This is an optimization exercise on Yosys and OpenROAD, whose aim is small area and a short achievable clock period, not a production implementation.
In this exercise RTL edits were held to simulation tests only and were not proved equivalent to the original.
The clock port is modelled as an ideal driver; clocking choices that lean on that would not hold on a real chip.
Power figures rest on the tool's default switching activity, not on a simulated workload.

==> flow/design.v (excerpt) <==
module nic_control (
    input  logic                          clk,
    input  logic                          resetn,
    input  logic                          req_write,
    input  logic [8-1:0]   req_write_index,
    input  logic [32-1:0]    req_write_data,
    input  logic                          req_read,
    input  logic [8-1:0]   req_read_index,
    output logic                          rsp_write_done,
    output logic [1:0]                    rsp_write_resp,
    output logic                          rsp_read_valid,
    output logic [32-1:0]    rsp_read_data,
    output logic [1:0]                    rsp_read_resp,
    input  logic                          ev_good,
    input  logic                          ev_bad,
    input  logic                          ev_range_err,
    input  logic [32-1:0]   seq_tdata,
    input  logic                          seq_tvalid,
    input  logic                          seq_tready,
  ...
Size in the first run: ~2500 cells after synthesis, roughly 440 flip-flops, about 330 I/O pins, roughly 0.020 mm² of cells after synthesis.
export LEC_CHECK = 0
export CAP_MARGIN = 20
export CORE_MARGIN = 2
export CORE_UTILIZATION = 40
export SETUP_SLACK_MARGIN = 2.5
export SLEW_MARGIN = 20
export TNS_END_PERCENT = 5
export BUFFER_PORTS_ARGS = -buffer_cell sky130_fd_sc_hd__buf_2
export PRE_CTS_TCL = /design/flow/flow/pre_cts.tcl
create_clock -name core_clock -period 5.0 [get_ports {clk}]
standard.sh (not shown) runs the stock make flow with config.mk's settings and CLKGATE_MAP_FILE= SYNTH_SCRIPT=/design/flow/synth_recipe.tcl, a recipe that flattens the netlist after the stock synthesis.
==> flow/flow/run.sh <==
#!/bin/bash
set -euo pipefail
cd "$(dirname "$0")/.."
FLOWDIR=$(pwd)/flow
cat >> config.mk <<EOC
export BUFFER_PORTS_ARGS = -buffer_cell sky130_fd_sc_hd__buf_2
export PRE_CTS_TCL = $FLOWDIR/pre_cts.tcl
EOC
bash standard.sh > flow_standard.log 2>&1
==> flow/flow/pre_cts.tcl <==
# Wrap clock_tree_synthesis: after the tree is built, remove its root buffer so that the
# clock port drives the first-level buffers directly.
proc my_remove_clock_root {} {
  set block [ord::get_db_block]
  foreach inst [$block getInsts] {
    set name [$inst getName]
    if {![string match "clkbuf_0_*" $name]} { continue }
    set in_net [[$inst findITerm A] getNet]
    set out_net [[$inst findITerm X] getNet]
    set sinks {}
    foreach it [$out_net getITerms] {
      if {[$it getInst] != $inst} { lappend sinks $it }
    }
    if {[llength $sinks] > 4} {
      puts "keeping clock root $name: it drives [llength $sinks] pins"
      continue
    }
    puts "removing clock root $name driving [llength $sinks] pins"
    foreach it $sinks { $it disconnect }
    [$inst findITerm A] disconnect
    [$inst findITerm X] disconnect
    odb::dbInst_destroy $inst
    foreach it $sinks { $it connect $in_net }
    odb::dbNet_destroy $out_net
  }
}

rename clock_tree_synthesis my_orig_clock_tree_synthesis
proc clock_tree_synthesis {args} {
  my_orig_clock_tree_synthesis {*}$args
  my_remove_clock_root
}
Rerun with:
--- a/flow/flow/run.sh
+++ b/flow/flow/run.sh
@@ -7,0 +8 @@
+export DONT_USE_CELLS = $(cat $FLOWDIR/slow_cells.txt)
==> flow/flow/slow_cells.txt (new file) <==
sky130_fd_sc_hd__or4_1 sky130_fd_sc_hd__or4_2 sky130_fd_sc_hd__or4_4 sky130_fd_sc_hd__or4b_1 sky130_fd_sc_hd__or4b_2 sky130_fd_sc_hd__or4b_4 sky130_fd_sc_hd__or4bb_1 sky130_fd_sc_hd__or4bb_2 sky130_fd_sc_hd__or4bb_4 sky130_fd_sc_hd__nor4_1 sky130_fd_sc_hd__nor4_2 sky130_fd_sc_hd__nor4_4 sky130_fd_sc_hd__nor4b_1 sky130_fd_sc_hd__nor4b_2 sky130_fd_sc_hd__nor4b_4 sky130_fd_sc_hd__nor4bb_1 sky130_fd_sc_hd__nor4bb_2 sky130_fd_sc_hd__nor4bb_4 sky130_fd_sc_hd__or3_1 sky130_fd_sc_hd__or3_2 sky130_fd_sc_hd__or3_4 sky130_fd_sc_hd__or3b_1 sky130_fd_sc_hd__or3b_2 sky130_fd_sc_hd__or3b_4
- DONT_USE_CELLS: default -> sky130_fd_sc_hd__or4_1 sky130_fd_sc_hd__or4_2 sky130_fd_sc_hd__or4_4 sky130_fd_sc_hd__or4b_1 sky130_fd_sc_hd__or4b_2 sky130_fd_sc_hd__or4b_4 sky130_fd_sc_hd__or4bb_1 sky130_fd_sc_hd__or4bb_2 sky130_fd_sc_hd__or4bb_4 sky130_fd_sc_hd__nor4_1 sky130_fd_sc_hd__nor4_2 sky130_fd_sc_hd__nor4_4 sky130_fd_sc_hd__nor4b_1 sky130_fd_sc_hd__nor4b_2 sky130_fd_sc_hd__nor4b_4 sky130_fd_sc_hd__nor4bb_1 sky130_fd_sc_hd__nor4bb_2 sky130_fd_sc_hd__nor4bb_4 sky130_fd_sc_hd__or3_1 sky130_fd_sc_hd__or3_2 sky130_fd_sc_hd__or3_4 sky130_fd_sc_hd__or3b_1 sky130_fd_sc_hd__or3b_2 sky130_fd_sc_hd__or3b_4
- SETUP_SLACK_MARGIN: 2.5 -> 2.7
The new run went through all stages and came out clean.
Design area rose by 3.0%.
Wire length fell by 4.5%.
Clock power barely changes.
Power is about the same.
Setup slack gains 0.24 ns.
Core utilization rose by 1.2 points.
Count of clock-buffer cells in the layout does not change.
Global-route usage fell by 1.6 points.
Register-to-register slack gains 0.25 ns.
Rerun with:
--- a/flow/flow/run.sh
+++ b/flow/flow/run.sh
@@ -8 +7,0 @@
-export DONT_USE_CELLS = $(cat $FLOWDIR/slow_cells.txt)
- DONT_USE_CELLS: sky130_fd_sc_hd__or4_1 sky130_fd_sc_hd__or4_2 sky130_fd_sc_hd__or4_4 sky130_fd_sc_hd__or4b_1 sky130_fd_sc_hd__or4b_2 sky130_fd_sc_hd__or4b_4 sky130_fd_sc_hd__or4bb_1 sky130_fd_sc_hd__or4bb_2 sky130_fd_sc_hd__or4bb_4 sky130_fd_sc_hd__nor4_1 sky130_fd_sc_hd__nor4_2 sky130_fd_sc_hd__nor4_4 sky130_fd_sc_hd__nor4b_1 sky130_fd_sc_hd__nor4b_2 sky130_fd_sc_hd__nor4b_4 sky130_fd_sc_hd__nor4bb_1 sky130_fd_sc_hd__nor4bb_2 sky130_fd_sc_hd__nor4bb_4 sky130_fd_sc_hd__or3_1 sky130_fd_sc_hd__or3_2 sky130_fd_sc_hd__or3_4 sky130_fd_sc_hd__or3b_1 sky130_fd_sc_hd__or3b_2 sky130_fd_sc_hd__or3b_4 -> default
removed: flow/flow/slow_cells.txt
Outcome:
- clock-buffer cell count drops by 8
- combinational power climbs by a little under a tenth
- sequential power stays flat
- clock power drops by a few percent
- area after synthesis drops slightly
- setup slack is worse by 0.088 ns

-- re-timing with driven ports --
The results above use ideal ports. As a check the final layouts listed here were re-extracted and re-timed, cells and wires unchanged. Step 1: set_driving_cell puts a clkbuf_16 on clk and a buf_2 on each other input, an assumption about the parent block. Step 2 adds t to the input delays and takes it off the output delays; t is the mean of the earliest and latest rising clock arrival at the registers after step 1. Input paths then give back, and output paths get back, about the clock's delay inside the block. a / b / c = no drivers / after step 1 / after step 2; a / b = the first two.
run | shift t [ns] | slack for setup (ns) | worst setup path after step 2 | worst data-port slew with drivers (ns)
the first run | 0.524 | 2.341 / 2.436 / 1.912 | input to register | 0.12
the second run | 0.536 | 2.580 / 2.568 / 2.110 | input to register | 0.10
the third run | 0.520 | 2.492 / 2.590 / 2.071 | input to register | 0.15
After both steps every run listed still meets setup and hold. For the second run, which loses most, drivers alone change the setup slack by -0.012 ns; drivers and shift together by -0.470 ns.
